Source: an optimization exercise on an open RTL-to-GDS flow (aim: small area and few clock cycles per item). Production flows keep margins and buffers that such runs may drop. Function was checked by simulation only, so behaviour that the tests miss may differ from the original. Power figures rest on the tool's default switching activity, not on a simulated workload.

## job 101
Design pedal_noise_and_drift_monitor, start of the top module:
module pedal_noise_and_drift_monitor #(
    parameter int unsigned TRAVEL_MAX = 1023
) (
    input  logic                          aclk,
    input  logic                          aresetn,
    input  logic                          s_valid,
    output logic                          s_ready,
    input  logic [52:0]                   s_data,
    output logic                          m_valid,
    input  logic                          m_ready,
    output logic [8:0]                    m_data,
    input  logic                          psel,
    input  logic                          penable,
    input  logic                          pwrite,
    input  logic [pndm_pkg::PADDR_W-1:0]  paddr,
    input  logic [31:0]                   pwdata,
    output logic [31:0]                   prdata,
    output logic                          pready
);
    pndm_pkg::in_t  s_item;
    pndm_pkg::out_t result;
    logic out_valid_reg;
    logic accept;
    assign s_item  = pndm_pkg::in_t'(s_data);
    assign s_ready = !out_valid_reg || m_ready;
    assign accept  = s_valid && s_ready;
    assign m_valid = out_valid_reg;
    assign m_data  = 9'(result);
    always_ff @(posedge aclk) begin
        if (!aresetn) begin
            out_valid_reg <= 1'b0;
        end else if (s_ready) begin
            out_valid_reg <= s_valid;
        end
    end
    pndm_pkg::cfg_t                 cfg_reg;
    logic [pndm_pkg::REG_IDX_W-1:0] idx;
    logic                 wr_en;
    assign idx    = paddr[pndm_pkg::PADDR_W-1:2];
    assign wr_en  = psel && penable && pwrite;
    assign pready = 1'b1;
    always_ff @(posedge aclk) begin
        if (!aresetn) begin
            cfg_reg.enables       <= pndm_pkg::RST_ENABLES;
            cfg_reg.gas_idle_max  <= pndm_pkg::RST_GAS_IDLE_MAX;
            cfg_reg.gas_full_min  <= pndm_pkg::RST_GAS_FULL_MIN;
            cfg_reg.clutch_margin <= pndm_pkg::RST_CLUTCH_MARGIN;
            cfg_reg.clutch_repeat <= pndm_pkg::RST_CLUTCH_REPEAT;
            cfg_reg.window_ms_q   <= pndm_pkg::RST_WINDOW_MS ^ pndm_pkg::LQ_MASK;
            cfg_reg.timeout_ms_q  <= pndm_pkg::RST_TIMEOUT_MS ^ pndm_pkg::LQ_MASK;
  ...
==> flow/config.mk <==
export PLATFORM = sky130hd
export DESIGN_NAME = pedal_noise_and_drift_monitor
export DESIGN_NICKNAME = pedal_noise_and_drift_monitor
export VERILOG_FILES = /design/flow/design.v
export SDC_FILE = /design/flow/constraint.sdc
export NUM_CORES = 4
export LEC_CHECK = 0
export ABC_AREA = 1
export CAP_MARGIN = 20
export CORE_MARGIN = 2
export CORE_UTILIZATION = 80
export SLEW_MARGIN = 20
export SYNTH_HIERARCHICAL = 1
==> flow/constraint.sdc <==
create_clock -name core_clock -period 12.0 [get_ports {aclk}]
set_input_delay 2.4000 -clock core_clock [delete_from_list [all_inputs] [get_ports {aclk}]]
set_output_delay 2.4000 -clock core_clock [all_outputs]
set_load 0.01 [all_outputs]
standard.sh (not shown) runs the stock make flow with config.mk's settings and CLKGATE_MAP_FILE= SYNTH_SCRIPT=/design/flow/synth_recipe.tcl, a recipe that flattens the netlist after the stock synthesis.
==> flow/flow/run.sh <==
#!/bin/bash
# Layout flow: the standard ORFS flow, with smaller port buffers and a
# clock tree without dummy loads. Each step's output goes to a log of its own.
set -euo pipefail
bash standard.sh synth > synth.log 2>&1
bash standard.sh \
    "BUFFER_PORTS_ARGS=-buffer_cell sky130_fd_sc_hd__buf_1" \
    "CTS_ARGS=-sink_clustering_enable -repair_clock_nets -dont_use_dummy_load -root_buf sky130_fd_sc_hd__clkbuf_8 -buf_list sky130_fd_sc_hd__clkbuf_4 -sink_clustering_size 10 -sink_clustering_max_diameter 35" \
    finish > layout.log 2>&1
Testbench counts of job 101, summed over its fixed seeds: cycles 16,008, items 16,000.
#### Input delta (job 102 over job 101)
diff --git a/flow/flow/run.sh b/flow/flow/run.sh
--- a/flow/flow/run.sh
+++ b/flow/flow/run.sh
@@ -8 +8 @@
-    "CTS_ARGS=-sink_clustering_enable -repair_clock_nets -dont_use_dummy_load -root_buf sky130_fd_sc_hd__clkbuf_8 -buf_list sky130_fd_sc_hd__clkbuf_4 -sink_clustering_size 10 -sink_clustering_max_diameter 35" \
+    "CTS_ARGS=-sink_clustering_enable -repair_clock_nets -dont_use_dummy_load -root_buf sky130_fd_sc_hd__clkbuf_8 -buf_list sky130_fd_sc_hd__clkbuf_4 -sink_clustering_size 10 -sink_clustering_max_diameter 80" \
Notes after the runs:
- Between job 102 and job 101, violation count after the first detailed-routing iteration is higher for job 101, job 102 comes in under that.
- Sequential share of layout area (lower): job 101
- Job 102 against job 101: routed wire length now smaller, share of the cycle needed by the critical path after routing dropped 0.92 points, number of clock buffers in the layout dropped 11, cell area after placement was more or less identical.
Modified inputs, job 103 compared to job 102
diff --git a/flow/flow/run.sh b/flow/flow/run.sh
--- a/flow/flow/run.sh
+++ b/flow/flow/run.sh
@@ -8 +8,2 @@
-    "CTS_ARGS=-sink_clustering_enable -repair_clock_nets -dont_use_dummy_load -root_buf sky130_fd_sc_hd__clkbuf_8 -buf_list sky130_fd_sc_hd__clkbuf_4 -sink_clustering_size 10 -sink_clustering_max_diameter 80" \
+    "CTS_ARGS=-sink_clustering_enable -repair_clock_nets -dont_use_dummy_load -root_buf sky130_fd_sc_hd__clkbuf_8 -buf_list sky130_fd_sc_hd__clkbuf_4 -sink_clustering_size 8 -sink_clustering_max_diameter 80" \
+    RECOVER_POWER=100 \
[summary]
Against job 102, job 103 comes in 1 lower on initial antenna violation count. From job 102 to job 103 the numbers moved as follows: combinational share of power decreased 0.7 points, cell area did not really move. Diff job 102 -> job 103 | cell internal power dissipation | up by a few percent. Comparing job 103 with job 102, the area taken by multi-input logic gates came out essentially unchanged. Ran to the end and failed final checks on capacitance limit, slew limit: job 103.
The inputs of job 104 differ from those of job 103 as listed below.
diff --git a/flow/flow/run.sh b/flow/flow/run.sh
--- a/flow/flow/run.sh
+++ b/flow/flow/run.sh
@@ -8,2 +8 @@
-    "CTS_ARGS=-sink_clustering_enable -repair_clock_nets -dont_use_dummy_load -root_buf sky130_fd_sc_hd__clkbuf_8 -buf_list sky130_fd_sc_hd__clkbuf_4 -sink_clustering_size 8 -sink_clustering_max_diameter 80" \
-    RECOVER_POWER=100 \
+    "CTS_ARGS=-sink_clustering_enable -repair_clock_nets -dont_use_dummy_load -root_buf sky130_fd_sc_hd__clkbuf_8 -buf_list sky130_fd_sc_hd__clkbuf_4 -sink_clustering_size 9 -sink_clustering_max_diameter 60" \
### Flow results
Job 103 -> job 104: sequential standard cell area delta 0, exact match. Job 104 went all the way through the flow, and no timing, DRC or antenna check failed. Between job 103 and job 104, the non-filler instance count after layout does not differ in any meaningful way. Relative to job 103, post-route fraction of the period consumed by the critical path decreased by 1.9 points in job 104.

main:
pedal_noise_and_drift_monitor, a different RTL version from the one above (not shown whole).
Size: roughly 16000 um^2 of cells after synthesis.
==> flow/config.mk <==
export PLATFORM = sky130hd
export DESIGN_NAME = pedal_noise_and_drift_monitor
export DESIGN_NICKNAME = pedal_noise_and_drift_monitor
export VERILOG_FILES = /design/flow/design.v
export SDC_FILE = /design/flow/constraint.sdc
export NUM_CORES = 4
export LEC_CHECK = 0
export ABC_AREA = 1
export CAP_MARGIN = 20
export CORE_MARGIN = 2
export CORE_UTILIZATION = 88
export SLEW_MARGIN = 20
export SYNTH_HIERARCHICAL = 1
==> flow/constraint.sdc <==
create_clock -name core_clock -period 12.0 [get_ports {aclk}]
set_input_delay 2.4000 -clock core_clock [delete_from_list [all_inputs] [get_ports {aclk}]]
set_output_delay 2.4000 -clock core_clock [all_outputs]
set_load 0.01 [all_outputs]
==> flow/flow/run.sh <==
#!/bin/bash
# Layout flow: the standard ORFS flow, with smaller port buffers and a
# clock tree without dummy loads. Each step's output goes to a log of its own.
set -euo pipefail
bash standard.sh synth > synth.log 2>&1
bash standard.sh \
    "BUFFER_PORTS_ARGS=-buffer_cell sky130_fd_sc_hd__buf_1" \
    "CTS_ARGS=-sink_clustering_enable -repair_clock_nets -dont_use_dummy_load -root_buf sky130_fd_sc_hd__clkbuf_8 -buf_list sky130_fd_sc_hd__clkbuf_4 -sink_clustering_size 8 -sink_clustering_max_diameter 80" \
    finish > layout.log 2>&1
Tool error GPL-0301 stopped main during global placement without I/O (3_1_place_gp_skip_io); no final results.
Testbench counts of main, summed over its fixed seeds: cycles 16,008, items 16,000.
What the feature branch does differently from main at the input level:
# main
export LEC_CHECK = 0
export ABC_AREA = 1
export CAP_MARGIN = 20
export CORE_MARGIN = 2
export CORE_UTILIZATION = 88
export SLEW_MARGIN = 20
export SYNTH_HIERARCHICAL = 1
create_clock -name core_clock -period 12.0 [get_ports {aclk}]
# the feature branch
export LEC_CHECK = 0
export ABC_AREA = 1
export CAP_MARGIN = 20
export CORE_MARGIN = 2
export CORE_UTILIZATION = 80
export SLEW_MARGIN = 20
export SYNTH_HIERARCHICAL = 1
create_clock -name core_clock -period 12.0 [get_ports {aclk}]
Notes after the runs:
Status: average instance area after synthesis parity (main, the feature branch). The feature branch finished every step from synthesis to the final layout, and the layout passed the timing, DRC and antenna checks. Delta (the feature branch minus main): post-synth design cell area stayed essentially flat; height of the die picked up an extra 6.6 um; horizontal die dimension now sits higher; initial standard-cell utilization of the core fell by 7.5 points; cell row count has increased. Synthesized cell count: the feature branch vs main identical.

Setup of before:
RTL: one of the versions met above, not the one the previous note started from.
Size: about 2,000 cells after synthesis, roughly 140 I/O pins.
==> flow/config.mk <==
export PLATFORM = sky130hd
export DESIGN_NAME = pedal_noise_and_drift_monitor
export DESIGN_NICKNAME = pedal_noise_and_drift_monitor
export VERILOG_FILES = /design/flow/design.v
export SDC_FILE = /design/flow/constraint.sdc
export NUM_CORES = 4
export LEC_CHECK = 0
export ABC_AREA = 1
export CAP_MARGIN = 20
export CORE_MARGIN = 2
export CORE_UTILIZATION = 70
export SLEW_MARGIN = 20
export SYNTH_HIERARCHICAL = 1
==> flow/constraint.sdc <==
create_clock -name core_clock -period 12.0 [get_ports {aclk}]
set_input_delay 2.4000 -clock core_clock [delete_from_list [all_inputs] [get_ports {aclk}]]
set_output_delay 2.4000 -clock core_clock [all_outputs]
set_load 0.01 [all_outputs]
==> flow/flow/run.sh <==
#!/bin/bash
# Layout flow: the standard ORFS flow, with smaller port buffers and a
# clock tree without dummy loads. Each step's output goes to a log of its own.
set -euo pipefail
bash standard.sh synth > synth.log 2>&1
bash standard.sh \
    "BUFFER_PORTS_ARGS=-buffer_cell sky130_fd_sc_hd__buf_1" \
    "CTS_ARGS=-sink_clustering_enable -repair_clock_nets -dont_use_dummy_load -root_buf sky130_fd_sc_hd__clkbuf_8 -buf_list sky130_fd_sc_hd__clkbuf_4 -sink_clustering_size 10 -sink_clustering_max_diameter 35" \
    finish > layout.log 2>&1
before: no failed stages, no open violations at the end
Testbench counts of before, summed over its fixed seeds: cycles 16,008, items 16,000.
Changes in after relative to before:
Settings: changing CORE_UTILIZATION from 70 to 80.
-- flow/flow/run.sh --
<<< before, line 8
    "CTS_ARGS=-sink_clustering_enable -repair_clock_nets -dont_use_dummy_load -root_buf sky130_fd_sc_hd__clkbuf_8 -buf_list sky130_fd_sc_hd__clkbuf_4 -sink_clustering_size 10 -sink_clustering_max_diameter 35" \
>>> after, line 8
    "CTS_ARGS=-sink_clustering_enable -repair_clock_nets -dont_use_dummy_load -root_buf sky130_fd_sc_hd__clkbuf_8 -buf_list sky130_fd_sc_hd__clkbuf_4 -sink_clustering_size 8 -sink_clustering_max_diameter 80" \
[summary]
- Worst endpoint required time: after > before
- after: PASS, flow complete, no timing, DRC or antenna violations
- Number of tap cells inserted (after vs. before) decreases by a few percent
- Higher least setup slack across all paths after layout goes to after over before.

==> static timing again, ports no longer ideal <==
The results above use ideal ports. As a check the final layouts listed here were re-extracted and re-timed, cells and wires unchanged. Step 1 (the two cells are an assumption about what drives the block):
set clk [get_ports {aclk}]
set_driving_cell -lib_cell sky130_fd_sc_hd__clkbuf_16 $clk
set_driving_cell -lib_cell sky130_fd_sc_hd__buf_2 [delete_from_list [all_inputs] $clk]
Step 2, shift: input delay + t, output delay - t, t = (earliest + latest rising clock arrival at the registers) / 2. This alone moves slack from input paths to output paths. Slacks: no drivers / after step 1 / after step 2; pairs: no drivers / after step 1.
run | t (ns) | setup slack, ns | hold WS [ns] | worst setup path after step 2
job 101 | 0.583 | 1.211 / 1.231 / 0.648 | 0.462 / 0.462 / 0.462 | input to register
job 102 | 0.596 | 1.321 / 1.341 / 0.745 | 0.466 / 0.466 / 0.466 | input to register
job 103 | 0.569 | 1.120 / 1.138 / 0.570 | 0.464 / 0.464 / 0.464 | input to register
job 104 | 0.556 | 1.348 / 1.367 / 0.810 | 0.465 / 0.465 / 0.465 | input to register
the feature branch | 0.572 | 0.681 / 0.699 / 0.127 | 0.491 / 0.491 / 0.491 | input to register
before | 0.573 | 1.170 / 1.193 / 0.620 | 0.460 / 0.460 / 0.460 | input to register
after | 0.576 | 1.382 / 1.400 / 0.824 | 0.464 / 0.464 / 0.464 | input to register
The setup slack of job 102, which loses most, moves by +0.020 ns with the drivers and by -0.576 ns with both steps.
